From an optimization exercise on the open Yosys and OpenROAD flow, aimed at small area and a short achievable clock period; shortcuts taken in it are not production practice. Function was checked by simulation only, so behaviour that the tests miss may differ from the original. No activity file was given, so power comes from the tool's default toggle rates.

==> flow/design.v <==
module rpn_cpu_core #(
    parameter int DATA_W      = 8,
    parameter int NREG        = 32,
    parameter int ADDR_W      = 8,
    parameter int STACK_DEPTH = 4
) (
    input  logic                            clk,
    input  logic                            reset,
    input  logic                            step,
    input  logic [3:0]                      evt,
    input  logic [DATA_W-1:0]               din,
    input  logic [11+2*DATA_W+ADDR_W-1:0]   instr,
    output logic [ADDR_W-1:0]               ip,
    output logic [DATA_W-1:0]               dout,
    output logic [DATA_W-1:0]               gpo,
    output logic [DATA_W-1:0]               flags
);
    logic [7:0] regs_q [32];
    logic [255:0] rf_q;
    for (genvar i = 0; i < 32; i++) begin : g_unpack
        assign regs_q[i] = rf_q[8*i +: 8];
    end
    logic [7:0] stack_q [4];
    logic [7:0] ip_q;
    logic [2:0] sp_q;
    logic [3:0] grp;
    logic [2:0] cmd;
    logic [1:0] t1, t2;
    logic [7:0] a1, a2, addr;
    assign {grp, cmd, t1, a1, t2, a2, addr} = instr;
    logic [7:0] r1_dir, r2_dir, num1, num2, acc;
    logic [4:0] loc1, loc2;
    rpn_rdport u_r1d (.d(rf_q), .s(a1[4:0]), .q(r1_dir));
    rpn_rdport u_r2d (.d(rf_q), .s(a2[4:0]), .q(r2_dir));
    rpn_rdsel2 u_r1i (.d(rf_q), .s(r1_dir[4:0]), .en(t1 == 2'd2),
                      .alt_a((t1 == 2'd1) ? r1_dir : regs_q[0]),
                      .alt_b((t1 == 2'd1) ? r1_dir : a1), .qa(acc), .qb(num1));
    rpn_rdsel u_r2i (.d(rf_q), .s(r2_dir[4:0]), .en(t2 == 2'd2),
                     .alt((t2 == 2'd1) ? r2_dir : a2), .q(num2));
    assign loc1 = (t1 == 2'd1) ? a1[4:0] : (t1 == 2'd2) ? r1_dir[4:0] : 5'd0;
    assign loc2 = (t2 == 2'd1) ? a2[4:0] : (t2 == 2'd2) ? r2_dir[4:0] : 5'd0;
    logic [8:0]  usum;
    logic        sad_ovf, umul_ovf, smul_ok, ovf, mc8;
    logic [15:0] mx, my;
    logic [7:0]  mz, prod, mhx, mhy, zeq;
    assign usum    = {1'b0, acc} + {1'b0, num2};
    assign sad_ovf = (acc[7] == num2[7]) & (usum[7] != acc[7]);
    rpn_mul8 u_mul (.a(acc), .b(num2), .s(cmd[0]), .x(mx), .y(my));
    assign {mc8, mz} = {1'b0, mx[7:0]} + {1'b0, my[7:0]};
    assign prod      = mz ^ {cmd[0], 7'd0};
    assign mhx       = mx[15:8];
    assign mhy       = my[15:8];
    assign umul_ovf  = (|mhx) | (|mhy) | mc8;
    assign zeq[0]    = (mhx[0] ^ mhy[0]) == mc8;
    for (genvar i = 1; i < 8; i++) begin : g_zeq
        assign zeq[i] = (mhx[i] ^ mhy[i]) == (mhx[i-1] | mhy[i-1]);
    end
    assign smul_ok   = &zeq;
    assign ovf       = cmd[0] ? sad_ovf : usum[8];
    logic [7:0] alu, shf, wd;
    always_comb begin
        case (cmd)
            3'd0, 3'd1: alu = usum[7:0];
            3'd4:       alu = acc & num2;
            3'd5:       alu = acc | num2;
            default:    alu = acc ^ num2;
        endcase
        case (cmd)
            3'd1:    shf = {num1[6:0], 1'b0};
            3'd2:    shf = {1'b0, num1[7:1]};
            default: shf = num1;
        endcase
    end
    logic [8:0] diff;
    logic       eq, ult, slt, take;
    assign diff = {1'b0, num1} - {1'b0, num2};
    assign eq   = (num1 == num2);
    assign ult  = diff[8];
    assign slt  = ult ^ num1[7] ^ num2[7];
    always_comb begin
        case (cmd)
            3'd0:    take = 1'b1;
            3'd1:    take = eq;
            3'd2:    take = ult;
            3'd3:    take = slt;
            3'd4:    take = ult | eq;
            3'd5:    take = slt | eq;
            default: take = 1'b0;
        endcase
    end
    logic g1, g2, g3, g4, g5;
    assign g1 = step & (grp == 4'd1);
    assign g2 = step & (grp == 4'd2);
    assign g3 = step & (grp == 4'd3);
    assign g4 = step & (grp == 4'd4);
    assign g5 = step & (grp == 4'd5);
    logic       we;
    logic [4:0] wa;
    logic [7:0] wdr;
    assign we  = g1 | (g3 & (cmd != 3'd7));
    assign wa  = grp[1] ? loc1 : loc2;
    logic       mulsel;
    logic [7:0] wdo;
    assign mulsel = grp[1] & (cmd[2:1] == 2'b01);
    assign wd     = mulsel ? prod : grp[1] ? alu : shf;
    assign wdo    = reset ? 8'd0 : grp[1] ? alu : shf;
    assign wdr    = (mulsel & ~reset) ? prod : wdo;
    logic [31:0] wen;
    assign wen = {32{reset}} | ({31'd0, we} << wa);
    logic       push_ok, pop_ok, stkerr;
    logic [7:0] fl_d;
    logic [7:0] cmd_mask;
    assign push_ok  = (sp_q != 3'd4);
    assign pop_ok   = (sp_q != 3'd0);
    assign stkerr   = g5 & ((cmd == 3'd0 & ~push_ok) | (cmd == 3'd1 & ~pop_ok));
    assign cmd_mask = 8'd1 << cmd;
    always_comb begin
        fl_d = (we & (wa == 5'd31)) ? wd : regs_q[31];
        if (g4) fl_d = regs_q[31] & ~cmd_mask;
        if (g3 & ~cmd[2] & ~cmd[1]) fl_d[4] = ovf;
        if (g1 & (cmd == 3'd1)) fl_d[5] = num1[7];
        if (g1 & (cmd == 3'd2)) fl_d[5] = num1[0];
        if (stkerr) fl_d[6] = 1'b1;
        fl_d[3:0] = fl_d[3:0] | evt;
        if (reset) fl_d = 8'd0;
        if (g3 & ~cmd[2] & cmd[1] & ~reset) fl_d[4] = cmd[0] ? ~smul_ok : umul_ovf;
    end
    for (genvar i = 0; i < 31; i++) begin : g_reg
        if (i == 28) begin : g_din
            always_ff @(posedge clk) begin
                if (reset | evt[3]) rf_q[8*i +: 8] <= reset ? 8'd0 : din;
                else if (wen[i]) rf_q[8*i +: 8] <= wdr;
            end
        end else begin : g_gen
            always_ff @(posedge clk) if (wen[i]) rf_q[8*i +: 8] <= wdr;
        end
    end
    always_ff @(posedge clk) rf_q[255:248] <= fl_d;
    logic [7:0] ip_inc, ip_d;
    logic       jump;
    assign ip_inc = ip_q + 8'd1;
    always_comb begin
        ip_d = ip_inc;
        if (g2 & take) ip_d = addr;
        if (g4 & regs_q[31][cmd]) ip_d = addr;
        if (g5 & (cmd == 3'd0) & push_ok) ip_d = addr;
        if (g5 & (cmd == 3'd1) & pop_ok) ip_d = stack_q[2'(sp_q - 3'd1)];
    end
    always_ff @(posedge clk) begin
        if (reset) begin
            ip_q <= 8'd0;
            sp_q <= 3'd0;
        end else if (step) begin
            ip_q <= ip_d;
            if (g5 & (cmd == 3'd0) & push_ok) sp_q <= sp_q + 3'd1;
            if (g5 & (cmd == 3'd1) & pop_ok) sp_q <= sp_q - 3'd1;
        end
    end
    always_ff @(posedge clk) begin
        if (g5 & (cmd == 3'd0) & push_ok & ~reset) stack_q[sp_q[1:0]] <= ip_inc;
    end
    assign ip    = ip_q;
    assign dout  = rf_q[247:240];
    assign gpo   = rf_q[239:232];
    assign flags = rf_q[255:248];
endmodule
module rpn_rdport (
    input  logic [255:0] d,
    input  logic [4:0]   s,
    output logic [7:0]   q
);
    assign q = d[8*s +: 8];
endmodule
module rpn_rdsel (
    input  logic [255:0] d,
    input  logic [4:0]   s,
    input  logic         en,
    input  logic [7:0]   alt,
    output logic [7:0]   q
);
    assign q = en ? d[8*s +: 8] : alt;
endmodule
module rpn_rdsel2 (
    input  logic [255:0] d,
    input  logic [4:0]   s,
    input  logic         en,
    input  logic [7:0]   alt_a,
    input  logic [7:0]   alt_b,
    output logic [7:0]   qa,
    output logic [7:0]   qb
);
    assign qa = en ? d[8*s +: 8] : alt_a;
    assign qb = en ? d[8*s +: 8] : alt_b;
endmodule
module rpn_mul8 (
    input  logic [7:0]  a,
    input  logic [7:0]  b,
    input  logic        s,
    output logic [15:0] x,
    output logic [15:0] y
);
    wire p0_0 = a[0] & b[0];
    wire p0_1 = a[0] & b[1];
    wire p0_2 = a[0] & b[2];
    wire p0_3 = a[0] & b[3];
    wire p0_4 = a[0] & b[4];
    wire p0_5 = a[0] & b[5];
    wire p0_6 = a[0] & b[6];
    wire p0_7 = (a[0] & b[7]) ^ s;
    wire p1_0 = a[1] & b[0];
    wire p1_1 = a[1] & b[1];
    wire p1_2 = a[1] & b[2];
    wire p1_3 = a[1] & b[3];
    wire p1_4 = a[1] & b[4];
    wire p1_5 = a[1] & b[5];
    wire p1_6 = a[1] & b[6];
    wire p1_7 = (a[1] & b[7]) ^ s;
    wire p2_0 = a[2] & b[0];
    wire p2_1 = a[2] & b[1];
    wire p2_2 = a[2] & b[2];
    wire p2_3 = a[2] & b[3];
    wire p2_4 = a[2] & b[4];
    wire p2_5 = a[2] & b[5];
    wire p2_6 = a[2] & b[6];
    wire p2_7 = (a[2] & b[7]) ^ s;
    wire p3_0 = a[3] & b[0];
    wire p3_1 = a[3] & b[1];
    wire p3_2 = a[3] & b[2];
    wire p3_3 = a[3] & b[3];
    wire p3_4 = a[3] & b[4];
    wire p3_5 = a[3] & b[5];
    wire p3_6 = a[3] & b[6];
    wire p3_7 = (a[3] & b[7]) ^ s;
    wire p4_0 = a[4] & b[0];
    wire p4_1 = a[4] & b[1];
    wire p4_2 = a[4] & b[2];
    wire p4_3 = a[4] & b[3];
    wire p4_4 = a[4] & b[4];
    wire p4_5 = a[4] & b[5];
    wire p4_6 = a[4] & b[6];
    wire p4_7 = (a[4] & b[7]) ^ s;
    wire p5_0 = a[5] & b[0];
    wire p5_1 = a[5] & b[1];
    wire p5_2 = a[5] & b[2];
    wire p5_3 = a[5] & b[3];
    wire p5_4 = a[5] & b[4];
    wire p5_5 = a[5] & b[5];
    wire p5_6 = a[5] & b[6];
    wire p5_7 = (a[5] & b[7]) ^ s;
    wire p6_0 = a[6] & b[0];
    wire p6_1 = a[6] & b[1];
    wire p6_2 = a[6] & b[2];
    wire p6_3 = a[6] & b[3];
    wire p6_4 = a[6] & b[4];
    wire p6_5 = a[6] & b[5];
    wire p6_6 = a[6] & b[6];
    wire p6_7 = (a[6] & b[7]) ^ s;
    wire p7_0 = (a[7] & b[0]) ^ s;
    wire p7_1 = (a[7] & b[1]) ^ s;
    wire p7_2 = (a[7] & b[2]) ^ s;
    wire p7_3 = (a[7] & b[3]) ^ s;
    wire p7_4 = (a[7] & b[4]) ^ s;
    wire p7_5 = (a[7] & b[5]) ^ s;
    wire p7_6 = (a[7] & b[6]) ^ s;
    wire p7_7 = a[7] & b[7];
    wire hs0 = p0_6 ^ p1_5;
    wire hc0 = p0_6 & p1_5;
    wire fs0 = s ^ p1_6 ^ p2_5;
    wire fc0 = (s & p1_6) | (s & p2_5) | (p1_6 & p2_5);
    wire fs1 = p3_4 ^ p4_3 ^ p5_2;
    wire fc1 = (p3_4 & p4_3) | (p3_4 & p5_2) | (p4_3 & p5_2);
    wire fs2 = s ^ p2_6 ^ p3_5;
    wire fc2 = (s & p2_6) | (s & p3_5) | (p2_6 & p3_5);
    wire fs3 = p4_4 ^ p5_3 ^ p6_2;
    wire fc3 = (p4_4 & p5_3) | (p4_4 & p6_2) | (p5_3 & p6_2);
    wire fs4 = p3_6 ^ p4_5 ^ p5_4;
    wire fc4 = (p3_6 & p4_5) | (p3_6 & p5_4) | (p4_5 & p5_4);
    wire hs1 = p0_4 ^ p1_3;
    wire hc1 = p0_4 & p1_3;
    wire fs5 = p0_5 ^ p1_4 ^ p2_3;
    wire fc5 = (p0_5 & p1_4) | (p0_5 & p2_3) | (p1_4 & p2_3);
    wire hs2 = p3_2 ^ p4_1;
    wire hc2 = p3_2 & p4_1;
    wire fs6 = p2_4 ^ p3_3 ^ p4_2;
    wire fc6 = (p2_4 & p3_3) | (p2_4 & p4_2) | (p3_3 & p4_2);
    wire fs7 = p5_1 ^ p6_0 ^ hs0;
    wire fc7 = (p5_1 & p6_0) | (p5_1 & hs0) | (p6_0 & hs0);
    wire fs8 = p6_1 ^ p0_7 ^ p7_0;
    wire fc8 = (p6_1 & p0_7) | (p6_1 & p7_0) | (p0_7 & p7_0);
    wire fs9 = fs0 ^ fs1 ^ hc0;
    wire fc9 = (fs0 & fs1) | (fs0 & hc0) | (fs1 & hc0);
    wire fs10 = p1_7 ^ p7_1 ^ fs2;
    wire fc10 = (p1_7 & p7_1) | (p1_7 & fs2) | (p7_1 & fs2);
    wire fs11 = fs3 ^ fc0 ^ fc1;
    wire fc11 = (fs3 & fc0) | (fs3 & fc1) | (fc0 & fc1);
    wire fs12 = p6_3 ^ p2_7 ^ p7_2;
    wire fc12 = (p6_3 & p2_7) | (p6_3 & p7_2) | (p2_7 & p7_2);
    wire fs13 = fs4 ^ fc2 ^ fc3;
    wire fc13 = (fs4 & fc2) | (fs4 & fc3) | (fc2 & fc3);
    wire fs14 = p4_6 ^ p5_5 ^ p6_4;
    wire fc14 = (p4_6 & p5_5) | (p4_6 & p6_4) | (p5_5 & p6_4);
    wire fs15 = p3_7 ^ p7_3 ^ fc4;
    wire fc15 = (p3_7 & p7_3) | (p3_7 & fc4) | (p7_3 & fc4);
    wire fs16 = p5_6 ^ p6_5 ^ p4_7;
    wire fc16 = (p5_6 & p6_5) | (p5_6 & p4_7) | (p6_5 & p4_7);
    wire hs3 = p0_3 ^ p1_2;
    wire hc3 = p0_3 & p1_2;
    wire fs17 = p2_2 ^ p3_1 ^ p4_0;
    wire fc17 = (p2_2 & p3_1) | (p2_2 & p4_0) | (p3_1 & p4_0);
    wire fs18 = p5_0 ^ fs5 ^ hs2;
    wire fc18 = (p5_0 & fs5) | (p5_0 & hs2) | (fs5 & hs2);
    wire fs19 = fs6 ^ fs7 ^ fc5;
    wire fc19 = (fs6 & fs7) | (fs6 & fc5) | (fs7 & fc5);
    wire fs20 = fs8 ^ fs9 ^ fc6;
    wire fc20 = (fs8 & fs9) | (fs8 & fc6) | (fs9 & fc6);
    wire fs21 = fs10 ^ fs11 ^ fc8;
    wire fc21 = (fs10 & fs11) | (fs10 & fc8) | (fs11 & fc8);
    wire fs22 = fs12 ^ fs13 ^ fc10;
    wire fc22 = (fs12 & fs13) | (fs12 & fc10) | (fs13 & fc10);
    wire fs23 = fs14 ^ fs15 ^ fc12;
    wire fc23 = (fs14 & fs15) | (fs14 & fc12) | (fs15 & fc12);
    wire fs24 = p7_4 ^ fs16 ^ fc14;
    wire fc24 = (p7_4 & fs16) | (p7_4 & fc14) | (fs16 & fc14);
    wire fs25 = p6_6 ^ p5_7 ^ p7_5;
    wire fc25 = (p6_6 & p5_7) | (p6_6 & p7_5) | (p5_7 & p7_5);
    wire hs4 = p0_2 ^ p1_1;
    wire hc4 = p0_2 & p1_1;
    wire fs26 = p2_1 ^ p3_0 ^ hs3;
    wire fc26 = (p2_1 & p3_0) | (p2_1 & hs3) | (p3_0 & hs3);
    wire fs27 = hs1 ^ fs17 ^ hc3;
    wire fc27 = (hs1 & fs17) | (hs1 & hc3) | (fs17 & hc3);
    wire fs28 = hc1 ^ fs18 ^ fc17;
    wire fc28 = (hc1 & fs18) | (hc1 & fc17) | (fs18 & fc17);
    wire fs29 = hc2 ^ fs19 ^ fc18;
    wire fc29 = (hc2 & fs19) | (hc2 & fc18) | (fs19 & fc18);
    wire fs30 = fc7 ^ fs20 ^ fc19;
    wire fc30 = (fc7 & fs20) | (fc7 & fc19) | (fs20 & fc19);
    wire fs31 = fc9 ^ fs21 ^ fc20;
    wire fc31 = (fc9 & fs21) | (fc9 & fc20) | (fs21 & fc20);
    wire fs32 = fc11 ^ fs22 ^ fc21;
    wire fc32 = (fc11 & fs22) | (fc11 & fc21) | (fs22 & fc21);
    wire fs33 = fc13 ^ fs23 ^ fc22;
    wire fc33 = (fc13 & fs23) | (fc13 & fc22) | (fs23 & fc22);
    wire fs34 = fc15 ^ fs24 ^ fc23;
    wire fc34 = (fc15 & fs24) | (fc15 & fc23) | (fs24 & fc23);
    wire fs35 = fc16 ^ fs25 ^ fc24;
    wire fc35 = (fc16 & fs25) | (fc16 & fc24) | (fs25 & fc24);
    wire fs36 = p6_7 ^ p7_6 ^ fc25;
    wire fc36 = (p6_7 & p7_6) | (p6_7 & fc25) | (p7_6 & fc25);
    assign x = {s, p7_7, fs36, fs35, fs34, fs33, fs32, fs31, fs30, fs29, fs28, fs27, fs26, p2_0, p0_1, p0_0};
    assign y = {1'b0, fc36, fc35, fc34, fc33, fc32, fc31, fc30, fc29, fc28, fc27, fc26, hc4, hs4, p1_0, 1'b0};
endmodule
==> flow/flow/run.sh <==
#!/bin/bash
# Standard ORFS layout, except that each register-file read port (module rpn_rdport) is
# synthesised from a hand-mapped cell netlist (flow/rdport_map.v, a one-hot AND-OR of a222oi
# cells) instead of Yosys/ABC's mapping. All registers and the rest of the design go through
# the standard synthesis unchanged.
set -euo pipefail
python3 flow/subst.py design.v flow/rdport_map.v design_mapped.v > subst.log 2>&1
bash standard.sh VERILOG_FILES="$PWD/design_mapped.v" finish > standard.log 2>&1
==> flow/flow/subst.py <==
#!/usr/bin/env python3
"""Write the design with each read-port module (rpn_rdport, rpn_rdsel, rpn_rdsel2) replaced by
its hand-mapped cell netlist from the map file.
usage: subst.py design.v rdport_map.v out.v"""
import re
import sys

src = open(sys.argv[1]).read()
bodies = {m.group(1): m.group(0) for m in re.finditer(r"^module\s+(\w+)\b.*?^endmodule\b",
                                                      open(sys.argv[2]).read(), flags=re.S | re.M)}
for name, body in bodies.items():
    src, n = re.subn(r"module\s+" + name + r"\b.*?\bendmodule\b", lambda _: body, src, count=1,
                     flags=re.S)
    if n != 1:
        sys.exit(f"module {name} not found in {sys.argv[1]}")
    print(f"replaced {name} ({len(body.splitlines())} lines)")
open(sys.argv[3], "w").write(src)
==> flow/standard.sh <==
#!/bin/bash
# synth_recipe.tcl (not shown) runs the flow's synth.tcl, then flattens the netlist and writes it again
# the make line also repeats each setting of config.mk as NAME=value (left out here)
make -C /OpenROAD-flow-scripts/flow DESIGN_CONFIG=/design/flow/config.mk WORK_HOME=/design/flow/orfs CLKGATE_MAP_FILE= SYNTH_SCRIPT=/design/flow/synth_recipe.tcl "${@:-finish}"
==> flow/config.mk <==
export PLATFORM = sky130hd
export DESIGN_NAME = rpn_cpu_core
export DESIGN_NICKNAME = rpn_cpu_core
export VERILOG_FILES = /design/flow/design.v
export SDC_FILE = /design/flow/constraint.sdc
export NUM_CORES = 4
export LEC_CHECK = 0
export CAP_MARGIN = 20
export CORE_MARGIN = 2
export CORE_UTILIZATION = 45
export SETUP_SLACK_MARGIN = 2.5
export SLEW_MARGIN = 20
==> flow/constraint.sdc <==
create_clock -name core_clock -period 13.0 [get_ports {clk}]
set_input_delay 2.6000 -clock core_clock [delete_from_list [all_inputs] [get_ports {clk}]]
set_output_delay 2.6000 -clock core_clock [all_outputs]
set_load 0.01 [all_outputs]
Not shown: flow/flow/rdport_map.v
==> results by group, run 1 <==
Worst setup path
  – Worst Setup EP: rf_q[39]
  – CP max-delay cell: a222oi_1
  – Crit path buf inv count: 7
  – Reg-to-Reg Start: rf_q[50]

Finish
  – Clock buf/inv share: 4.99%
  – FF+latch count: 299
  – Multi-input gate area: 10400 um^2
  – Biggest register: rf_q
  – Fraction of area in multi-input gates: 45.9%
  – Most common cell after layout, fill and taps aside: a222oi_1
  – Non-clock buffer total of the final layout: 149
  – Area grow syn2layout: 18.1%
  – Reg area: 8800 um^2

Drt
  – TritonRoute pass-1 iters: 21
  – Wirelength, routed: 92.8 mm
  – Final ANT Viol Nets: 0
  – Initial DRC Count: 5398

STA
  – Worst Skew: 0.0266 ns
  – Final Hold Viols: 0
  – Slew headroom: 27.5%

Status
  – Status: finished clean

GRT
  – Largest net degree at the start of global routing: 38
  – Vias in the first global route: 18.1k
  – Global-route track usage on met2: 62.1%

Die
  – Well Taps: 539
  – Die Span X: 210 um
  – Initial Utilization: 45.6%
  – Rows: 75
  – Ports: 82
  – Core area: 42000 um^2

Yosys
  – Area contributors post-synth: edfxtp_1 (44%), a222oi_1 (18%), nor2_1 (4.2%)
  – Register area share after synthesis: 45.9%
  – Synthesized area per cell: 10.9 um^2

Clock network
  – Post-CTS sizing: 106
  – Clk root buf: clkbuf_16

Job
  – Max Cap Viol: 0

Worst hold path
  – Hold_sp: sp_q[2]
==> run 2, diff against run 1 <==
==> flow/flow/run.sh (replaced) <==
#!/bin/bash
# Standard ORFS layout, except that:
# - each register-file read port (modules rpn_rdport, rpn_rdsel, rpn_rdsel2) is synthesised
#   from a hand-mapped cell netlist (flow/rdport_map.v: a one-hot AND-OR of a222oi cells)
#   instead of Yosys/ABC's mapping; all registers and the rest of the design go through the
#   standard synthesis unchanged;
# - the port buffers are buf_1 cells (resized later where timing needs it).
set -euo pipefail
python3 flow/subst.py design.v flow/rdport_map.v design_mapped.v > subst.log 2>&1
bash standard.sh VERILOG_FILES="$PWD/design_mapped.v" \
    "BUFFER_PORTS_ARGS=-buffer_cell sky130_fd_sc_hd__buf_1" finish > standard.log 2>&1
--- a/flow/config.mk
+++ b/flow/config.mk
@@ -8,5 +8,8 @@
 export CAP_MARGIN = 20
+export CELL_PAD_IN_SITES_DETAIL_PLACEMENT = 1
 export CORE_MARGIN = 2
-export CORE_UTILIZATION = 45
-export SETUP_SLACK_MARGIN = 2.5
+export CORE_UTILIZATION = 35
+export CTS_BUF_LIST = sky130_fd_sc_hd__clkbuf_8
+export PLACE_DENSITY = 0.5
+export SETUP_SLACK_MARGIN = 3.0
 export SLEW_MARGIN = 20
==> results by group, run 2 <==
Yosys
  – Syn. warnings: 2
  – Post-synth top area share: 44.0%
  – Synthesized area per cell: 10.9 um^2 (unchanged)
  – Synthesized netlist cell count: 1760
  – #FFs+latches synth: 299
  – Area contributors post-synth: edfxtp_1 (44%), a222oi_1 (18%), nor2_1 (4.2%)
  – Synth Flop Type: edfxtp_1
  – Number of synthesized flops with an enable pin: 281
  – Count leader, synth: a222oi_1
  – Mapped Area: 19200 um^2
  – Asr flop ratio synth: 0%
  – Yosys cell types: 77
  – Synth cell count leaders: a222oi_1 (336), edfxtp_1 (281), nor2_1 (216)
  – Register area share after synthesis: 45.9% (unchanged)
  – Leading area contributor after synthesis: edfxtp_1
  – Syn nets: 1899

Die
  – Die Span X: 238 um (+13%)
  – DIE AREA: 56700 um^2
  – Ports: 82 (unchanged)
  – Die Height: 238 um
  – Rows: 85 (+13%)
  – Core area: 54000 um^2 (+29%)
  – Initial Utilization: 35.5% (-10 points)

STA
  – Count of pins over their slew limit: 0
  – Setup-failing EPs final: 0
  – FMAX: 97.9 MHz
  – Final Hold Viols: 0 (unchanged)
  – Slew headroom: 26.0% (-1.5 points)
  – Final min period: 10.21 ns
  – Slew @ Worst Pin: 1.11 ns
  – Worst Skew: 0.0374 ns (+0.0107 ns)
  – Fin crit share: 78.6%
  – Sum Neg Setup Slack: 0 ns
  – Worst hold margin: 0.634 ns
  – RSZ-0062 raised after global routing: no

Drt
  – Number of vias per cell: 7.38
  – Drt drc: 0
  – Initial DRC Count: 5209 (-3.5%)
  – Drt wl/cell: 36.7 um
  – TritonRoute pass-1 iters: 21 (unchanged)
  – Final ANT Viol Nets: 0 (unchanged)
  – Wirelength, routed: 99.3 mm (+7.0%)
  – Via Count: 20.0k

Worst setup path
  – Crit-path leading delay family: simple AND/OR/NAND/NOR gates
  – Crit path buf inv count: 7 (unchanged)
  – CP max-delay cell: a222oi_1
  – Critical path peak fanout: 8
  – Worst path required time: 13.50 ns
  – CP Class: input pin to register
  – Startpoint types: input pin
  – Largest stage delay, worst path: 0.68 ns
  – Crit end category: register
  – Cell repeated most along the worst path: fa_1
  – Arrival @ worst endpoint: 10.72 ns

Finish
  – Most common cell after layout, fill and taps aside: a222oi_1
  – Fillers: 5928
  – Reg area: 8800 um^2 (unchanged)
  – Post-layout util: 42.9%
  – Multi-input gate area: 10800 um^2 (+3.7%)
  – Layout Nets: 2101
  – Fin area: 23200 um^2
  – Layout cells sized above 1: 21.0%
  – Max reg flops: 256
  – Area grow syn2layout: 20.8%
  – Cell Count, Final, Fillers Out: 2706
  – Biggest register: rf_q
  – Commonest non-fill, non-tap cells in the layout: a222oi_1 (336), edfxtp_1 (281), nand2_1 (154)

Status
  – Status: finished clean

Pwr
  – Power density cells: 170 nW/um^2
  – Max IR drop VDD: 0.0000900 V
  – P_leak: 8.04 nW

Clock network
  – Num CTS Buffers: 55
  – Clk root buf: clkbuf_8
  – Buffer depth of the longest clock path: 3
  – Hold_buf cts: 0
  – TritonCTS clock tree: built
  – CTS Sinks: 299
  – H-tree depth: 2
  – Clock latency on the worst-skew pair: 0.67 ns
  – Clk slew on worst S/H paths: 0.06 ns

GRT
  – Total global routing track utilization: 33.8%
  – Largest net degree at the start of global routing: 42 (+11%)
  – Vias in the first global route: 18.9k (+4.2%)
  – Grt ovf: 0
  – First-pass GRT wire length: 138 mm
  – Initial antenna violation count: 6

Placement
  – Placed instance area: 20600 um^2
  – Gp weighted congestion: 1.08
  – Placed Cells: 2546
  – Port bufs: 81
  – Hpwl dp: 73.3 mm

Worst hold path
  – Hold WC Path Type: register to register

Job
  – Max Cap Viol: 0 (unchanged)
## run 2: cell counts after synthesis
No cell type changed its count.
## run 2: final cells by class
| class | instances | share of cell area [%] |
|---|---|---|
| antenna | 2 | 0.0216 |
| clock buffer | 57 | 3.39 |
| clock inverter | 46 | 1.54 |
| inverter | 95 | 1.64 |
| multi-input combinational | 1330 | 46.6 |
| sequential | 299 | 38.0 |
| tap | 696 | 3.76 |
| timing repair buffer | 181 | 5.08 |
## run 2: kinds of logic after synthesis
group,count (synthesis),share of synthesized area (%)
and+or+nand+nor,631,15.1
DFF,299,45.9
xor gates and xnor gates,43,1.96
AOI/OAI and AO/OA,543,25.0
buffers and inverters,131,2.64
muxes,24,2.08
adders and majority gates,89,7.33
## run 2: power breakdown
group	total [mW]	internal [mW]	switching, mW
clock	0.948	0.514	0.434
sequential	1.40	1.22	0.179
combinational	1.60	0.588	1.02
## run 2: path summary, 6_finish.rpt
check / start / to / slack, ns / depth (start not counted)
min: sp_q[1] / sp_q[1] / 0.63 / 2
max: instr[22] / rf_q[127] / 2.79 / 28
max reg2reg: rf_q[96] / rf_q[127] / 4.83 / 24
min reg2reg: sp_q[1] / sp_q[1] / 0.63 / 2
## run 2: worst register-to-register path, cell delays in order (launching register included)
cell and delay, ns:
edfxtp_1 0.45, a222oi_1 0.69, nand4_1 0.43, or3_4 0.59, nand2_8 0.20, nor2_4 0.12
a222oi_1 0.63, nand4_1 0.40, a222oi_1 0.44, buf_4 0.19, nand2_2 0.11, inv_2 0.12
nor2_1 0.07, fa_1 0.49, fa_1 0.50, inv_1 0.05, fa_1 0.48, inv_1 0.07
fa_1 0.54, ha_4 0.22, xor2_2 0.15, xnor2_2 0.19, o221a_4 0.27, nor2_4 0.36
clkbuf_16 0.26
## run 2: stage by stage
stage / power, mW / setup WS [ns]
global placement: 2.77 / 0.695
finish: 3.95 / 2.79
global route: 4.13 / 2.98
detailed placement: 2.79 / 0.682
floorplan: 2.21 / 3.69
CTS: 3.80 / 3.00
## run 2: routing by layer
layer	global-route usage (%)	share of wire (%)	up-vias	wire length (um)
li1	-	-	7998	-
met1	48.0	40	10000	40000
met2	49.2	42	1610	41500
met3	8.28	12	344	12300
met4	13.9	5.6	2	5520
met5	0	0.0081	-	8
## run 2: timing repair
action / in CTS / in global routing
pin swaps: 57 / 95
resized for setup: 95 / 175
setup endpoints to repair: 178 / 102
cloned: 0 / 3
setup buffers: 17 / 35
==> run 3, diff against run 2 <==
--- a/flow/config.mk
+++ b/flow/config.mk
@@ -13,3 +13,3 @@
 export PLACE_DENSITY = 0.5
-export SETUP_SLACK_MARGIN = 3.0
+export SETUP_SLACK_MARGIN = 2.5
 export SLEW_MARGIN = 20
==> results by group, run 3 <==
STA
  – Count of pins over their slew limit: 0 (unchanged)
  – FMAX: 94.5 MHz (-3.5%)
  – Slew headroom: 23.4% (-2.6 points)
  – Worst Skew: 0.0404 ns (+0.00302 ns)
  – Worst hold margin: 0.634 ns (-0.0000720 ns)
  – Slew @ Worst Pin: 1.15 ns (+0.0390 ns)
  – Final Hold Viols: 0 (unchanged)
  – Setup-failing EPs final: 0 (unchanged)
  – Fin crit share: 81.4% (+2.9 points)
  – Sum Neg Setup Slack: 0 ns (unchanged)
  – RSZ-0062 raised after global routing: yes
  – Final min period: 10.59 ns (+0.373 ns)

Die
  – Initial Utilization: 35.5% (unchanged)
  – Ports: 82 (unchanged)
  – Rows: 85 (unchanged)
  – Die Span X: 238 um (unchanged)
  – DIE AREA: 56700 um^2 (unchanged)
  – Core area: 54000 um^2 (unchanged)
  – Die Height: 238 um (unchanged)

Yosys
  – Syn. warnings: 2 (unchanged)
  – Count leader, synth: a222oi_1
  – Synth cell count leaders: a222oi_1 (336), edfxtp_1 (281), nor2_1 (216)
  – Leading area contributor after synthesis: edfxtp_1
  – Mapped Area: 19200 um^2 (unchanged)
  – Register area share after synthesis: 45.9% (unchanged)
  – Synthesized area per cell: 10.9 um^2 (unchanged)
  – Number of synthesized flops with an enable pin: 281 (unchanged)
  – Syn nets: 1899 (unchanged)
  – #FFs+latches synth: 299 (unchanged)
  – Yosys cell types: 77 (unchanged)
  – Area contributors post-synth: edfxtp_1 (44%), a222oi_1 (18%), nor2_1 (4.2%)
  – Post-synth top area share: 44.0% (unchanged)
  – Synthesized netlist cell count: 1760 (unchanged)
  – Asr flop ratio synth: 0% (unchanged)
  – Synth Flop Type: edfxtp_1

Clock network
  – Clock latency on the worst-skew pair: 0.67 ns (about the same)
  – H-tree depth: 2 (unchanged)
  – Clk slew on worst S/H paths: 0.06 ns (about the same)
  – TritonCTS clock tree: built
  – Buffer depth of the longest clock path: 3 (unchanged)
  – CTS Sinks: 299 (unchanged)
  – Num CTS Buffers: 55 (unchanged)
  – Clk root buf: clkbuf_8
  – Hold_buf cts: 0 (unchanged)

Worst setup path
  – Critical path peak fanout: 30 (+22)
  – Arrival @ worst endpoint: 10.95 ns (+0.23 ns)
  – Startpoint types: input pin
  – Worst path required time: 13.36 ns (-0.14 ns)
  – Crit end category: register
  – CP Class: input pin to register
  – Worst R2R Path Depth: 24 (unchanged)
  – FF-to-FF setup slack: 4.63 ns (-0.20 ns)

Drt
  – Via Count: 19.8k (-0.90%)
  – Initial DRC Count: 5015 (-3.7%)
  – TritonRoute pass-1 iters: 20 (-4.8%)
  – Drt wl/cell: 36.8 um (+0.26%)
  – Final ANT Viol Nets: 0 (unchanged)
  – Wirelength, routed: 98.4 mm (-1.0%)
  – Drt drc: 0 (unchanged)
  – Number of vias per cell: 7.41 (+0.36%)

Pwr
  – P_leak: 7.80 nW (-2.9%)
  – Max IR drop VDD: 0.0000895 V (-0.51%)
  – Power density cells: 172 nW/um^2 (+0.97%)

GRT
  – Total global routing track utilization: 33.7% (-0.040 points)
  – Vias in the first global route: 18.9k (-0.31%)
  – Grt ovf: 0 (unchanged)
  – Initial antenna violation count: 7 (+1)
  – Largest net degree at the start of global routing: 42 (unchanged)
  – First-pass GRT wire length: 138 mm (-0.40%)

Placement
  – Hpwl dp: 73.3 mm (unchanged)
  – Gp weighted congestion: 1.08 (unchanged)
  – Port bufs: 81 (unchanged)

Job
  – Max Cap Viol: 0 (unchanged)

Finish
  – Area grow syn2layout: 16.0%
  – Biggest register: rf_q
  – Reg area: 8800 um^2 (unchanged)
  – Layout cells sized above 1: 15.0% (-5.9 points)
  – Multi-input gate area: 10300 um^2 (-5.0%)
  – Max reg flops: 256 (unchanged)
  – Fillers: 6010 (+1.4%)
  – Commonest non-fill, non-tap cells in the layout: a222oi_1 (336), edfxtp_1 (281), nand2_1 (160)
  – Layout Nets: 2064 (-1.8%)
  – Most common cell after layout, fill and taps aside: a222oi_1

Worst hold path
  – Hold path depth: 2 (unchanged)
  – Hold WC Path Type: register to register

Status
  – Status: finished clean
[run 3: cell counts after synthesis]
Identical to the previous run, type by type.
[run 3: worst max-delay path, stage by stage]
cell	delay (ns)
buf_2	0.22
inv_1	0.18
nand3_2	0.17
nor2_1	0.15
a222oi_1	0.70
nand4_1	0.44
or3_4	0.56
nand2_4	0.24
nor2_1	0.22
a222oi_1	0.61
nand4_1	0.41
a222oi_1	0.43
buf_4	0.18
nand2_1	0.17
inv_2	0.16
nor2_1	0.07
fa_1	0.46
fa_1	0.52
inv_1	0.05
fa_1	0.51
inv_1	0.07
fa_1	0.49
ha_1	0.33
xor2_1	0.22
xnor2_2	0.17
o221a_2	0.30
nor2_2	0.06
buf_8	0.21
[run 3: timing repair]
action | in CTS | in global routing
endpoints found under the setup margin | 128 | 95
gates resized for setup | 33 | 83
pin swaps | 18 | 50
buffers inserted | 4 | 14
gates cloned | 0 | 0
[run 3: cell families after synthesis]
group                      share of synthesized area [%]
AOI/OAI and AO/OA                                   25.0
DFF                                                 45.9
and+or+nand+nor                                     15.1
xor gates and xnor gates                            1.96
muxes                                               2.08
adders and majority gates                           7.33
buffers and inverters                               2.64
[run 3: stage by stage]
stage | area, um^2 | power (mW) | utilization, % | std cells | worst slack (ns)
floorplan | 19200 | 2.21 | - | 1760 | 3.69
global placement | 20600 | 2.77 | 38.1 | 2546 | 0.695
detailed placement | 20600 | 2.79 | 38.1 | 2546 | 0.682
CTS | 21900 | 3.77 | 40.5 | 2653 | 2.50
global route | 22200 | 4.00 | 41.2 | 2669 | 2.48
finish | 22200 | 3.83 | 41.2 | 2672 | 2.41
[run 3: final timing paths]
check / from / to
worst max register to register: rf_q[96] / rf_q[23]
worst min register to register: sp_q[1] / sp_q[1]
worst min-delay path: sp_q[1] / sp_q[1]
worst max-delay path: instr[22] / rf_q[23]
[run 3: power breakdown]
part           internal [mW]  switching [mW]
Combinational          0.522           0.961
Sequential              1.22           0.180
Clock                  0.514           0.434
Total                   2.25            1.58
[run 3: per-layer routing]
layer | global-route usage [%] | share of wire [%] | wire [um] | vias up
met1 | 47.9 | 40 | 39400 | 9924
met3 | 8.55 | 13 | 12900 | 318
met2 | 48.7 | 42 | 40800 | 1636
met5 | 0 | 0.0081 | 8 | -
met4 | 14.4 | 5.3 | 5220 | 2
li1 | - | - | - | 7912
[run 3: cell type report]
class / count / share of cell area (%)
multi-input cells: 1330 / 46.1
flip-flops and latches: 299 / 39.6
well taps: 696 / 3.91
repair buffers: 144 / 3.62
clock buffers: 57 / 3.53
inverters: 95 / 1.62
clock inverters: 46 / 1.60
diodes: 5 / 0.0562
==> run 4, diff against run 3 <==
--- a/flow/config.mk
+++ b/flow/config.mk
@@ -11,3 +11,5 @@
 export CORE_UTILIZATION = 35
-export CTS_BUF_LIST = sky130_fd_sc_hd__clkbuf_8
+export CTS_BUF_LIST = sky130_fd_sc_hd__clkbuf_16
+export CTS_CLUSTER_DIAMETER = 100
+export CTS_CLUSTER_SIZE = 24
 export PLACE_DENSITY = 0.5
==> results by group, run 4 <==
Status
  – Status: finished clean

Clock network
  – Hold_buf cts: 0 (unchanged)
  – TritonCTS clock tree: built
  – Buffer depth of the longest clock path: 3 (unchanged)
  – Num CTS Buffers: 21 (-62%)
  – Clock latency on the worst-skew pair: 0.57 ns (-0.10 ns)
  – Clk root buf: clkbuf_16
  – Clk slew on worst S/H paths: 0.10 ns (+0.04 ns)
  – CTS Sinks: 299 (unchanged)
  – H-tree depth: 1 (-1)

STA
  – Final min period: 10.55 ns (-0.0368 ns)
  – Slew headroom: 23.1% (-0.25 points)
  – Final WS setup: 2.45 ns (+0.0368 ns)
  – Slew @ Worst Pin: 1.15 ns (+0.00377 ns)
  – FMAX: 94.8 MHz (+0.35%)
  – RSZ-0062 raised after global routing: no
  – Setup-failing EPs final: 0 (unchanged)
  – Worst Skew: 0.0371 ns (-0.00332 ns)
  – Sum Neg Setup Slack: 0 ns (unchanged)
  – Count of pins over their slew limit: 0 (unchanged)
  – Fin crit share: 81.1% (-0.28 points)
  – Final Hold Viols: 0 (unchanged)

GRT
  – Largest net degree at the start of global routing: 42 (unchanged)
  – Vias in the first global route: 18.5k (-1.9%)
  – First-pass GRT wire length: 137 mm (-0.89%)
  – Grt ovf: 0 (unchanged)
  – Initial antenna violation count: 11 (+4)
  – Total global routing track utilization: 33.4% (-0.38 points)

Drt
  – Via Count: 19.5k (-1.7%)
  – Drt wl/cell: 37.5 um (+1.8%)
  – TritonRoute pass-1 iters: 17 (-15%)
  – Number of vias per cell: 7.49 (+1.1%)
  – Final ANT Viol Nets: 0 (unchanged)
  – Drt drc: 0 (unchanged)
  – Wirelength, routed: 97.5 mm (-0.92%)
  – Initial DRC Count: 4775 (-4.8%)

Finish
  – Area grow syn2layout: 14.4%
  – Reg area: 8800 um^2 (unchanged)
  – Max reg flops: 256 (unchanged)
  – Multi-input gate area: 10400 um^2 (+1.3%)
  – Fillers: 5975 (-0.58%)
  – Commonest non-fill, non-tap cells in the layout: a222oi_1 (336), edfxtp_1 (281), nand2_1 (158)
  – Most common cell after layout, fill and taps aside: a222oi_1
  – Biggest register: rf_q
  – Layout cells sized above 1: 14.3% (-0.71 points)
  – Layout Nets: 2029 (-1.7%)

Worst setup path
  – CP max-delay cell: a222oi_1
  – Arrival @ worst endpoint: 10.84 ns (-0.11 ns)
  – Reg-to-Reg Start: rf_q[96]
  – Worst path required time: 13.29 ns (-0.07 ns)
  – Largest stage delay, worst path: 0.70 ns (about the same)
  – Critical path peak fanout: 30 (unchanged)
  – Worst R2R Path Depth: 24 (unchanged)
  – CP Class: input pin to register
  – Crit end category: register
  – Startpoint types: input pin
  – Worst flop-to-flop path endpoint: rf_q[87]
  – FF-to-FF setup slack: 4.71 ns (+0.08 ns)
  – Cell repeated most along the worst path: fa_1

Die
  – DIE AREA: 56700 um^2 (unchanged)
  – Initial Utilization: 35.5% (unchanged)
  – Core area: 54000 um^2 (unchanged)
  – Ports: 82 (unchanged)
  – Die Span X: 238 um (unchanged)
  – Die Height: 238 um (unchanged)
  – Rows: 85 (unchanged)

Job
  – Max Cap Viol: 0 (unchanged)

Yosys
  – Count leader, synth: a222oi_1
  – Synth cell count leaders: a222oi_1 (336), edfxtp_1 (281), nor2_1 (216)
  – #FFs+latches synth: 299 (unchanged)
  – Register area share after synthesis: 45.9% (unchanged)
  – Post-synth top area share: 44.0% (unchanged)
  – Asr flop ratio synth: 0% (unchanged)
  – Syn. warnings: 2 (unchanged)
  – Synthesized netlist cell count: 1760 (unchanged)
  – Mapped Area: 19200 um^2 (unchanged)
  – Syn nets: 1899 (unchanged)
  – Synth Flop Type: edfxtp_1
  – Leading area contributor after synthesis: edfxtp_1
  – Number of synthesized flops with an enable pin: 281 (unchanged)
  – Yosys cell types: 77 (unchanged)
  – Area contributors post-synth: edfxtp_1 (44%), a222oi_1 (18%), nor2_1 (4.2%)
  – Synthesized area per cell: 10.9 um^2 (unchanged)

Placement
  – Gp weighted congestion: 1.08 (unchanged)
  – Port bufs: 81 (unchanged)
  – Hpwl dp: 73.3 mm (unchanged)
  – Minimum setup slack after placement: 0.682 ns (unchanged)

Worst hold path
  – Hold WC Path Type: register to register
  – Hold path depth: 2 (unchanged)
  – Hold_sp: sp_q[1]
  – Worst min-delay path endpoint: sp_q[1]

Pwr
  – Max IR drop VDD: 0.0000935 V (+4.4%)
  – Power density cells: 165 nW/um^2 (-4.0%)
  – P_leak: 7.50 nW (-3.8%)
-- run 4: final cells by class --
type | count | share of cell area, %
multi-input combinational | 1330 | 47.4
sequential | 299 | 40.1
tap | 696 | 3.97
timing repair buffer | 143 | 3.68
clock buffer | 21 | 2.39
inverter | 95 | 1.64
clock inverter | 13 | 0.832
antenna | 3 | 0.0342
-- run 4: logic make-up after synthesis --
group | share of synthesized area, %
xor+xnor | 1.96
simple gates | 15.1
compound gates | 25.0
fa+ha+maj | 7.33
mux | 2.08
flops | 45.9
buf+inv | 2.64
-- run 4: worst max path at each step --
stage / slack, ns / start / endpoint
2_1_floorplan: 3.69 / instr[19] / rf_q[103]
3_3_place_gp: 0.70 / instr[19] / rf_q[103]
3_5_place_dp: 0.68 / instr[20] / rf_q[111]
4_1_cts: 2.50 / instr[20] / rf_q[142]
5_1_grt: 2.46 / instr[8] / rf_q[87]
6_report: 2.45 / instr[22] / rf_q[87]
-- run 4: critical path: cells and delay by family --
kind            cells  cell delay, ns
compound gates      4            2.10
xor+xnor            2            0.43
fa+ha+maj           5            2.36
buf+inv             7            1.06
simple gates       10            2.23
-- run 4: per-layer routing --
metal	global-route usage (%)	share of wire [%]
met1	47.4	41
met2	48.9	42
met3	8.20	12
met4	12.7	5.1
met5	0	0.016
-- run 4: where the power goes --
group          internal, mW  switching [mW]  total, mW  leakage [nW]
Sequential             1.22           0.180       1.40          2.96
Clock                 0.320           0.400      0.720         0.340
Combinational         0.533           0.977       1.51          4.20
Total                  2.07            1.56       3.63          7.50
-- run 4: repair_timing --
action	in CTS	in global routing
endpoints found under the setup margin	128	95
gates resized for setup	47	106
pin swaps	21	70
setup buffers	4	13
-- run 4: metrics by stage --
| stage | cells | util, % | hold WS, ns | instance area (um^2) | total power, mW |
|---|---|---|---|---|---|
| 3_5_place_dp | 2546 | 38.1 | 0.626 | 20600 | 2.79 |
| 2_1_floorplan | 1760 | - | 0.554 | 19200 | 2.21 |
| 6_report | 2600 | 40.6 | 0.642 | 21900 | 3.63 |
| 3_3_place_gp | 2546 | 38.1 | 0.587 | 20600 | 2.77 |
| 5_1_grt | 2599 | 40.6 | 0.667 | 21900 | 3.79 |
| 4_1_cts | 2584 | 39.8 | 0.640 | 21500 | 3.53 |
==> run 5, diff against run 4 <==
--- a/flow/config.mk
+++ b/flow/config.mk
@@ -11,5 +11,5 @@
 export CORE_UTILIZATION = 35
-export CTS_BUF_LIST = sky130_fd_sc_hd__clkbuf_16
-export CTS_CLUSTER_DIAMETER = 100
-export CTS_CLUSTER_SIZE = 24
+export CTS_BUF_LIST = sky130_fd_sc_hd__clkbuf_8 sky130_fd_sc_hd__clkbuf_16
+export CTS_CLUSTER_DIAMETER = 90
+export CTS_CLUSTER_SIZE = 20
 export PLACE_DENSITY = 0.5
==> results by group, run 5 <==
GRT
  – First-pass GRT wire length: 137 mm (+0.21%)
  – Total global routing track utilization: 33.4% (about the same)
  – Vias in the first global route: 18.4k (-0.29%)
  – Largest net degree at the start of global routing: 42 (unchanged)
  – Grt ovf: 0 (unchanged)
  – Initial antenna violation count: 8 (-3)

Clock network
  – TritonCTS clock tree: built
  – Buffer depth of the longest clock path: 3 (unchanged)
  – Hold_buf cts: 0 (unchanged)
  – Num CTS Buffers: 23 (+9.5%)
  – Clock latency on the worst-skew pair: 0.57 ns (about the same)
  – Clk root buf: clkbuf_16
  – H-tree depth: 1 (unchanged)
  – CTS Sinks: 299 (unchanged)
  – Clk slew on worst S/H paths: 0.08 ns (-0.02 ns)

Placement
  – Port bufs: 81 (unchanged)
  – Gp weighted congestion: 1.08 (unchanged)
  – Placed instance area: 20600 um^2 (unchanged)
  – Hpwl dp: 73.3 mm (unchanged)

Worst setup path
  – CP Class: input pin to register
  – Worst flop-to-flop path endpoint: rf_q[119]
  – Arrival @ worst endpoint: 10.84 ns (about the same)
  – Critical path peak fanout: 30 (unchanged)
  – Worst R2R Path Depth: 24 (unchanged)
  – Crit end category: register
  – CP max-delay cell: a222oi_1
  – Largest stage delay, worst path: 0.73 ns (+0.03 ns)
  – Reg-to-Reg Start: rf_q[104]
  – Startpoint types: input pin
  – Cell repeated most along the worst path: fa_1
  – Worst path required time: 13.28 ns (about the same)
  – FF-to-FF setup slack: 4.68 ns (-0.03 ns)

Yosys
  – Mapped Area: 19200 um^2 (unchanged)
  – Asr flop ratio synth: 0% (unchanged)
  – Area contributors post-synth: edfxtp_1 (44%), a222oi_1 (18%), nor2_1 (4.2%)
  – Post-synth top area share: 44.0% (unchanged)
  – Count leader, synth: a222oi_1
  – Synth cell count leaders: a222oi_1 (336), edfxtp_1 (281), nor2_1 (216)
  – Leading area contributor after synthesis: edfxtp_1
  – Number of synthesized flops with an enable pin: 281 (unchanged)
  – Syn. warnings: 2 (unchanged)
  – Synth Flop Type: edfxtp_1
  – Yosys cell types: 77 (unchanged)
  – Syn nets: 1899 (unchanged)
  – Register area share after synthesis: 45.9% (unchanged)
  – Synthesized netlist cell count: 1760 (unchanged)
  – #FFs+latches synth: 299 (unchanged)
  – Synthesized area per cell: 10.9 um^2 (unchanged)

Die
  – Die Span X: 238 um (unchanged)
  – Rows: 85 (unchanged)
  – Initial Utilization: 35.5% (unchanged)
  – Ports: 82 (unchanged)
  – DIE AREA: 56700 um^2 (unchanged)
  – Die Height: 238 um (unchanged)
  – Core area: 54000 um^2 (unchanged)

Pwr
  – P_leak: 7.55 nW (+0.70%)
  – Sw power: 1.54 mW (-1.1%)
  – Max IR drop VDD: 0.000100 V (+7.3%)
  – Power density cells: 165 nW/um^2 (-0.12%)
  – Sw frac: 42.4% (-0.52 points)
  – Seq pwr share: 38.5% (about the same)
  – Internal: 2.09 mW (+0.98%)
  – Logic gate share of total power: 41.6% (about the same)
  – Clock power share: 19.9% (about the same)

Finish
  – Fillers: 5996 (+0.35%)
  – Area grow syn2layout: 14.6%
  – Max reg flops: 256 (unchanged)
  – Reg area: 8800 um^2 (unchanged)
  – Layout Nets: 2035 (+0.30%)
  – Fin area: 22000 um^2 (+0.20%)
  – Most common cell after layout, fill and taps aside: a222oi_1
  – Biggest register: rf_q
  – Commonest non-fill, non-tap cells in the layout: a222oi_1 (336), edfxtp_1 (281), nand2_1 (158)
  – Multi-input gate area: 10400 um^2 (about the same)
  – Layout cells sized above 1: 14.5% (+0.20 points)

STA
  – Count of pins over their slew limit: 0 (unchanged)
  – Sum Neg Setup Slack: 0 ns (unchanged)
  – RSZ-0062 raised after global routing: no
  – Worst Skew: 0.0255 ns (-0.0116 ns)
  – Final Hold Viols: 0 (unchanged)
  – Setup-failing EPs final: 0 (unchanged)
  – FMAX: 94.7 MHz (-0.13%)
  – Final min period: 10.56 ns (+0.0142 ns)
  – Slew @ Worst Pin: 1.13 ns (-0.0218 ns)
  – Fin crit share: 81.3% (+0.11 points)
  – Slew headroom: 24.6% (+1.5 points)

Worst hold path
  – Hold path depth: 2 (unchanged)
  – Worst min-delay path endpoint: sp_q[1]
  – Hold WC Path Type: register to register
  – Hold_sp: sp_q[1]

Drt
  – Number of vias per cell: 7.46 (-0.33%)
  – Initial DRC Count: 5159 (+8.0%)
  – TritonRoute pass-1 iters: 17 (unchanged)
  – Via Count: 19.5k (-0.062%)
  – Wirelength, routed: 97.7 mm (+0.26%)
  – Drt drc: 0 (unchanged)
  – Final ANT Viol Nets: 0 (unchanged)
  – Drt wl/cell: 37.5 um (about the same)

Job
  – Max Cap Viol: 0 (unchanged)

Status
  – Status: finished clean
run 5: cell count changes in the layout (fill, tap and decap cells not counted), moves of 2 or more:
| cell | previous run | this run |
|---|---|---|
| inv_1 | 85 | 90 |
| nor2_2 | 67 | 69 |
| buf_4 | 60 | 64 |
| inv_8 | 0 | 3 |
| clkinv_16 | 2 | 0 |
| nor2_1 | 144 | 142 |
| clkbuf_16 | 21 | 23 |
run 5: through the flow:
stage / utilization (%) / setup WS (ns) / power (mW) / std cells / hold WS [ns]
2_1_floorplan: - / 3.69 / 2.21 / 1760 / 0.554
3_3_place_gp: 38.1 / 0.695 / 2.77 / 2546 / 0.587
3_5_place_dp: 38.1 / 0.682 / 2.79 / 2546 / 0.626
4_1_cts: 39.8 / 2.51 / 3.54 / 2589 / 0.638
5_1_grt: 40.7 / 2.42 / 3.79 / 2607 / 0.664
6_report: 40.7 / 2.44 / 3.63 / 2607 / 0.637
run 5: how the worst max path moves through the flow:
stage	slack (ns)	start	cells past startpoint	end
2_1_floorplan	3.69	instr[19]	25	rf_q[103]
3_3_place_gp	0.70	instr[19]	26	rf_q[103]
3_5_place_dp	0.68	instr[20]	27	rf_q[111]
4_1_cts	2.51	instr[20]	29	rf_q[119]
5_1_grt	2.42	instr[10]	28	rf_q[31]
6_report	2.44	instr[22]	28	rf_q[119]
run 5: worst max-delay path, delay by kind of cell:
family	cells	cell delay, ns
fa+ha+maj	5	2.36
simple gates	10	2.25
compound gates	4	2.10
buf+inv	7	1.06
xor+xnor	2	0.43
run 5: final cells by class:
type                    instances  area share (%)
inverters                      95            1.64
multi-input cells            1330            47.2
clock inverters                15           0.649
flip-flops and latches        299            40.0
diodes                          2          0.0228
well taps                     696            3.96
clock buffers                  23            2.62
repair buffers                147            3.85
run 5: routing by layer:
| layer | routed length (um) | GRT usage (%) |
|---|---|---|
| met5 | 18 | 0 |
| met4 | 4840 | 12.1 |
| met3 | 12100 | 7.66 |
| met2 | 40800 | 49.3 |
| met1 | 40000 | 47.8 |
run 5: logic make-up (layout without fill, tap and decap cells):
kind of cell,count (synthesis),in the layout,synth area share [%]
multiplexers,24,24,2.08
adder cells (fa/ha/maj),89,89,7.33
buffers and inverters,131,280,2.64
AO/OA/AOI/OAI,543,543,25.0
AND/OR/NAND/NOR,631,631,15.1
XOR/XNOR,43,43,1.96
other,0,2,0
flip-flops,299,299,45.9
run 5: what timing repair did:
item	CTS	global route
pin swaps	24	64
setup endpoints to repair	148	95
gates resized for setup	41	111
setup buffers	5	16
run 5: power by group through the flow:
| stage | clock (mW) | combinational (mW) | sequential, mW |
|---|---|---|---|
| floorplan | 0 | 0.883 | 1.32 |
| global placement | 0 | 1.36 | 1.41 |
| detailed placement | 0 | 1.39 | 1.40 |
| CTS | 0.736 | 1.42 | 1.38 |
| global route | 0.770 | 1.62 | 1.40 |
| finish | 0.724 | 1.51 | 1.40 |
==> run 6, diff against run 5 <==
--- a/flow/config.mk
+++ b/flow/config.mk
@@ -10,7 +10,7 @@
 export CORE_MARGIN = 2
-export CORE_UTILIZATION = 35
-export CTS_BUF_LIST = sky130_fd_sc_hd__clkbuf_8 sky130_fd_sc_hd__clkbuf_16
-export CTS_CLUSTER_DIAMETER = 90
-export CTS_CLUSTER_SIZE = 20
-export PLACE_DENSITY = 0.5
+export CORE_UTILIZATION = 38
+export CTS_BUF_LIST = sky130_fd_sc_hd__clkbuf_8
+export CTS_CLUSTER_DIAMETER = 80
+export CTS_CLUSTER_SIZE = 16
+export PLACE_DENSITY = 0.56
 export SETUP_SLACK_MARGIN = 2.5
==> results by group, run 6 <==
Status
  – Status: finished clean

STA
  – Count of pins over their slew limit: 0 (unchanged)
  – Final WS setup: 2.40 ns (-0.0396 ns)
  – Sum Neg Setup Slack: 0 ns (unchanged)
  – Slew headroom: 25.3% (+0.74 points)
  – RSZ-0062 raised after global routing: no
  – Final Hold Viols: 0 (unchanged)
  – Final min period: 10.60 ns (+0.0396 ns)
  – Fin crit share: 81.6% (+0.30 points)
  – Slew @ Worst Pin: 1.11 ns (-0.0161 ns)
  – Worst Skew: 0.0371 ns (+0.0116 ns)
  – FMAX: 94.3 MHz (-0.37%)
  – Setup-failing EPs final: 0 (unchanged)

GRT
  – Vias in the first global route: 18.7k (+1.2%)
  – Total global routing track utilization: 35.4% (+2.0 points)
  – First-pass GRT wire length: 135 mm (-1.1%)
  – Grt ovf: 0 (unchanged)
  – Largest net degree at the start of global routing: 42 (unchanged)
  – Initial antenna violation count: 8 (unchanged)

Worst setup path
  – Worst path required time: 13.38 ns (+0.10 ns)
  – Arrival @ worst endpoint: 10.99 ns (+0.15 ns)
  – Startpoint types: input pin
  – Worst flop-to-flop path endpoint: rf_q[71]
  – CP max-delay cell: a222oi_1
  – Largest stage delay, worst path: 0.58 ns (-0.15 ns)
  – Cell repeated most along the worst path: inv_1
  – Worst R2R Path Depth: 24 (unchanged)
  – FF-to-FF setup slack: 4.50 ns (-0.18 ns)
  – Reg-to-Reg Start: rf_q[0]
  – CP Class: input pin to register
  – Crit end category: register
  – Critical path peak fanout: 30 (unchanged)

Drt
  – Via Count: 19.5k (+0.38%)
  – Initial DRC Count: 4739 (-8.1%)
  – Wirelength, routed: 95.8 mm (-1.9%)
  – Drt wl/cell: 37.1 um (-1.1%)
  – TritonRoute pass-1 iters: 19 (+2)
  – Drt drc: 0 (unchanged)
  – Final ANT Viol Nets: 0 (unchanged)
  – Number of vias per cell: 7.55 (+1.2%)

Finish
  – Most common cell after layout, fill and taps aside: a222oi_1
  – Area grow syn2layout: 12.6%
  – Reg area: 8800 um^2 (unchanged)
  – Biggest register: rf_q
  – Commonest non-fill, non-tap cells in the layout: a222oi_1 (336), edfxtp_1 (281), nand2_1 (161)
  – Max reg flops: 256 (unchanged)
  – Post-layout util: 43.2% (+2.5 points)
  – Layout cells sized above 1: 13.2% (-1.3 points)
  – Fillers: 5516 (-8.0%)
  – Multi-input gate area: 10300 um^2 (-1.2%)
  – Layout Nets: 2034 (-0.049%)

Pwr
  – Power density cells: 161 nW/um^2 (-2.7%)
  – Max IR drop VDD: 0.0000952 V (-5.1%)
  – PnR Total Power: 3.47 mW (-4.4%)
  – P_leak: 7.44 nW (-1.5%)

Placement
  – Gp weighted congestion: 1.10 (+1.7%)
  – Hpwl dp: 72.8 mm (-0.67%)
  – Minimum setup slack after placement: 1.08 ns (+0.397 ns)
  – Port bufs: 81 (unchanged)

Die
  – Core area: 50000 um^2 (-7.5%)
  – Rows: 82 (-3.5%)
  – Initial Utilization: 38.4% (+2.9 points)
  – Die Height: 229 um (-4.0%)
  – Ports: 82 (unchanged)
  – DIE AREA: 52300 um^2 (-7.8%)
  – Die Span X: 229 um (-4.0%)

Yosys
  – Mapped Area: 19200 um^2 (unchanged)
  – Area contributors post-synth: edfxtp_1 (44%), a222oi_1 (18%), nor2_1 (4.2%)
  – Synth cell count leaders: a222oi_1 (336), edfxtp_1 (281), nor2_1 (216)
  – Leading area contributor after synthesis: edfxtp_1
  – Synthesized area per cell: 10.9 um^2 (unchanged)
  – Register area share after synthesis: 45.9% (unchanged)
  – Asr flop ratio synth: 0% (unchanged)
  – Post-synth top area share: 44.0% (unchanged)
  – Yosys cell types: 77 (unchanged)
  – #FFs+latches synth: 299 (unchanged)
  – Synthesized netlist cell count: 1760 (unchanged)
  – Synth Flop Type: edfxtp_1
  – Syn nets: 1899 (unchanged)
  – Count leader, synth: a222oi_1
  – Number of synthesized flops with an enable pin: 281 (unchanged)
  – Syn. warnings: 2 (unchanged)

Worst hold path
  – Hold WC Path Type: register to register
  – Worst min-delay path endpoint: sp_q[2]
  – Hold_sp: sp_q[2]
  – Hold path depth: 3 (+1)

Clock network
  – TritonCTS clock tree: built
  – Clock latency on the worst-skew pair: 0.68 ns (+0.11 ns)
  – Clk root buf: clkbuf_8
  – CTS Sinks: 299 (unchanged)
  – Num CTS Buffers: 27 (+17%)
  – Hold_buf cts: 0 (unchanged)
  – Buffer depth of the longest clock path: 3 (unchanged)
  – Clk slew on worst S/H paths: 0.11 ns (+0.03 ns)
  – H-tree depth: 1 (unchanged)

Job
  – Max Cap Viol: 0 (unchanged)
[run 6: cell type report]
cell class	instances	area share (%)
diodes	3	0.0348
clock buffers	27	1.72
multi-input cells	1330	47.5
repair buffers	142	3.64
clock inverters	18	0.765
inverters	95	1.65
flip-flops and latches	299	40.7
well taps	672	3.89
[run 6: logic make-up after synthesis]
logic type                 after synthesis  share of synthesized area [%]
muxes                                   24                           2.08
and+or+nand+nor                        631                           15.1
AOI/OAI and AO/OA                      543                           25.0
xor gates and xnor gates                43                           1.96
DFF                                    299                           45.9
adders and majority gates               89                           7.33
buffers and inverters                  131                           2.64
[run 6: worst max-delay path by stage]
stage                      endpoint  cells past startpoint  slack (ns)       from
after floorplan           rf_q[103]                     25        3.69  instr[19]
after global placement    rf_q[127]                     27        0.97  instr[18]
after detailed placement  rf_q[103]                     27        1.08  instr[19]
after CTS                  rf_q[71]                     26        2.53  instr[19]
after global routing       rf_q[71]                     28        2.48  instr[22]
final                      rf_q[71]                     29        2.40  instr[11]
[run 6: layer usage]
layer	share of wire, %	track usage [%]
met5	0.054	0
met4	4.8	14.8
met3	12	6.45
met2	43	52.6
met1	41	50.6
[run 6: where the power goes]
group	total, mW	internal (mW)	leakage [nW]	switching [mW]
logic	1.48	0.516	4.18	0.965
clock network	0.594	0.228	0.296	0.365
registers	1.39	1.22	2.96	0.178
[run 6: timing repair]
action / CTS / global route
buffers inserted: 3 / 14
pin swaps: 17 / 50
gates resized for setup: 40 / 78
hold endpoints to repair: 0 / 0
endpoints found under the setup margin: 121 / 118
[run 6: critical path, delay by kind of cell]
family	cells	cell delay [ns]
XOR/XNOR	2	0.45
buffers and inverters	8	1.06
AO/OA/AOI/OAI	4	1.60
AND/OR/NAND/NOR	10	2.86
adder cells (fa/ha/maj)	5	2.37
[run 6: through the flow]
step	hold slack [ns]	std cells	instance area, um^2
after detailed placement	0.626	2521	20600
after CTS	0.644	2569	21200
after floorplan	0.554	1760	19200
final	0.634	2586	21600
after global placement	0.596	2521	20500
after global routing	0.679	2586	21600
==> run 7, diff against run 6 <==
--- a/flow/config.mk
+++ b/flow/config.mk
@@ -10,3 +10,3 @@
 export CORE_MARGIN = 2
-export CORE_UTILIZATION = 38
+export CORE_UTILIZATION = 35
 export CTS_BUF_LIST = sky130_fd_sc_hd__clkbuf_8
@@ -14,4 +14,4 @@
 export CTS_CLUSTER_SIZE = 16
-export PLACE_DENSITY = 0.56
-export SETUP_SLACK_MARGIN = 2.5
+export PLACE_DENSITY = 0.5
+export SETUP_SLACK_MARGIN = 2.0
 export SLEW_MARGIN = 20
==> results by group, run 7 <==
Die
  – DIE AREA: 56700 um^2 (+8.4%)
  – Core area: 54000 um^2 (+8.1%)
  – Die Span X: 238 um (+4.1%)
  – Ports: 82 (unchanged)
  – Rows: 85 (+3.7%)
  – Initial Utilization: 35.5% (-2.9 points)
  – Die Height: 238 um (+4.1%)

STA
  – Final Hold Viols: 0 (unchanged)
  – Slew headroom: 27.8% (+2.5 points)
  – Count of pins over their slew limit: 0 (unchanged)
  – Worst hold margin: 0.643 ns (+0.00885 ns)
  – Final min period: 11.14 ns (+0.540 ns)
  – RSZ-0062 raised after global routing: no
  – Sum Neg Setup Slack: 0 ns (unchanged)
  – Fin crit share: 85.7% (+4.2 points)

GRT
  – Largest net degree at the start of global routing: 42 (unchanged)
  – Initial antenna violation count: 8 (unchanged)
  – Total global routing track utilization: 33.3% (-2.1 points)

Finish
  – Reg area: 8800 um^2 (unchanged)
  – Fillers: 6032 (+9.4%)
  – Area grow syn2layout: 11.4%
  – Max reg flops: 256 (unchanged)
  – Layout Nets: 2024 (-0.49%)
  – Biggest register: rf_q
  – Fin area: 21400 um^2 (-1.0%)
  – Post-layout util: 39.6% (-3.7 points)
  – Commonest non-fill, non-tap cells in the layout: a222oi_1 (336), edfxtp_1 (281), nor2_1 (190)

Yosys
  – Largest family of logic cells by synthesized area: compound AO/OA/AOI/OAI gates
  – Syn nets: 1899 (unchanged)
  – Synth Area in Adders: 7.33% (unchanged)
  – Post-synth top area share: 44.0% (unchanged)
  – Area contributors post-synth: edfxtp_1 (44%), a222oi_1 (18%), nor2_1 (4.2%)
  – Register area share after synthesis: 45.9% (unchanged)
  – Mapped Area: 19200 um^2 (unchanged)
  – #FFs+latches synth: 299 (unchanged)
  – Synth cell count leaders: a222oi_1 (336), edfxtp_1 (281), nor2_1 (216)
  – Count leader, synth: a222oi_1
  – Yosys cell types: 77 (unchanged)
  – Synthesized area per cell: 10.9 um^2 (unchanged)
  – Number of synthesized flops with an enable pin: 281 (unchanged)
  – Leading area contributor after synthesis: edfxtp_1

Job
  – Max Cap Viol: 0 (unchanged)

Worst setup path
  – Crit end category: register
  – Reg-to-Reg Start: rf_q[96]
  – CP startpoint: instr[19]
  – Crit-path leading delay family: simple AND/OR/NAND/NOR gates
  – CP max-delay cell: a222oi_1
  – Crit path buf inv count: 7 (-1)
  – Arrival @ worst endpoint: 11.53 ns (+0.54 ns)

Worst hold path
  – Hold WC Path Type: register to register
  – Hold_sp: sp_q[1]

Clock network
  – Clk slew on worst S/H paths: 0.10 ns (about the same)
  – Buffer depth of the longest clock path: 3 (unchanged)
  – Clk root buf: clkbuf_8
  – H-tree depth: 1 (unchanged)
  – Clock latency on the worst-skew pair: 0.67 ns (about the same)
  – CTS Sinks: 299 (unchanged)

Placement
  – Port bufs: 81 (unchanged)
  – Minimum setup slack after placement: 0.682 ns (-0.397 ns)

Pwr
  – Sw frac: 43.4% (about the same)
  – Clock power share: 18.3% (+1.2 points)
  – Logic gate share of total power: 41.5% (-1.2 points)
  – Max IR drop VDD: 0.0000827 V (-13%)
  – Power density cells: 162 nW/um^2 (+1.0%)
  – Sw power: 1.51 mW (about the same)

Drt
  – Final ANT Viol Nets: 0 (unchanged)
  – Initial DRC Count: 5021 (+6.0%)
  – Drt drc: 0 (unchanged)
  – TritonRoute pass-1 iters: 22 (+3)
  – Via Count: 19.3k (-1.1%)

Status
  – Status: finished clean
[run 7: cell counts after synthesis]
Identical to the previous run, type by type.
[run 7: per-layer routing]
| layer | vias up | part of all wire (%) | track usage [%] | wire length (um) |
|---|---|---|---|---|
| met3 | 263 | 11 | 7.45 | 11100 |
| met5 | - | 0.027 | 0 | 26 |
| met2 | 1494 | 42 | 48.9 | 40800 |
| li1 | 7799 | - | - | - |
| met1 | 9749 | 42 | 47.6 | 40300 |
| met4 | 4 | 4.8 | 12.9 | 4700 |
[run 7: cell type report]
class                           count  share of cell area [%]
Sequential cell                   299                    41.2
Clock buffer                       29                    1.87
Antenna cell                        2                  0.0234
Clock inverter                     20                   0.948
Tap cell                          696                    4.07
Timing Repair Buffer              130                    3.21
Inverter                           95                    1.67
Multi-Input combinational cell   1330                    47.0
[run 7: through the flow]
| step | total power, mW | instances |
|---|---|---|
| final | 3.47 | 2601 |
| after global routing | 3.63 | 2601 |
| after CTS | 3.43 | 2598 |
| after detailed placement | 2.79 | 2546 |
| after global placement | 2.77 | 2546 |
| after floorplan | 2.21 | 1760 |
[run 7: final timing paths]
path / to / slack [ns] / depth (start not counted)
max: rf_q[23] / 1.86 / 28
max reg2reg: rf_q[23] / 4.23 / 24
min reg2reg: sp_q[1] / 0.64 / 2
min: sp_q[1] / 0.64 / 2
[run 7: worst min-delay path, cell delays in order, from the launching register on]
cell and delay, ns:
dfxtp_1 0.36, a22oi_1 0.16, a21oi_1 0.08
[run 7: power by group through the flow]
stage	Sequential, mW	Combinational (mW)	Clock, mW
3_3_place_gp	1.41	1.36	0
6_report	1.39	1.44	0.635
4_1_cts	1.38	1.40	0.652
2_1_floorplan	1.32	0.883	0
3_5_place_dp	1.40	1.39	0
5_1_grt	1.40	1.55	0.684
[run 7: logic make-up after synthesis]
| logic type | Yosys count |
|---|---|
| AND/OR/NAND/NOR | 631 |
| AO/OA/AOI/OAI | 543 |
| flip-flops | 299 |
| buffers and inverters | 131 |
| adder cells (fa/ha/maj) | 89 |
| XOR/XNOR | 43 |
| multiplexers | 24 |
[run 7: timing repair]
action,in CTS,in global routing
setup buffers,3,1
setup endpoints to repair,64,64
cloned,0,0
resized for setup,9,33
pin swaps,6,14
hold buffers,0,0

Setup slack of run 7, layout unchanged: 1.858 ns with ideal ports, 1.792 ns with driving cells assumed (clock clkbuf_16, inputs buf_2), 1.077 ns with port delays also shifted by the 0.714 ns mid clock arrival.
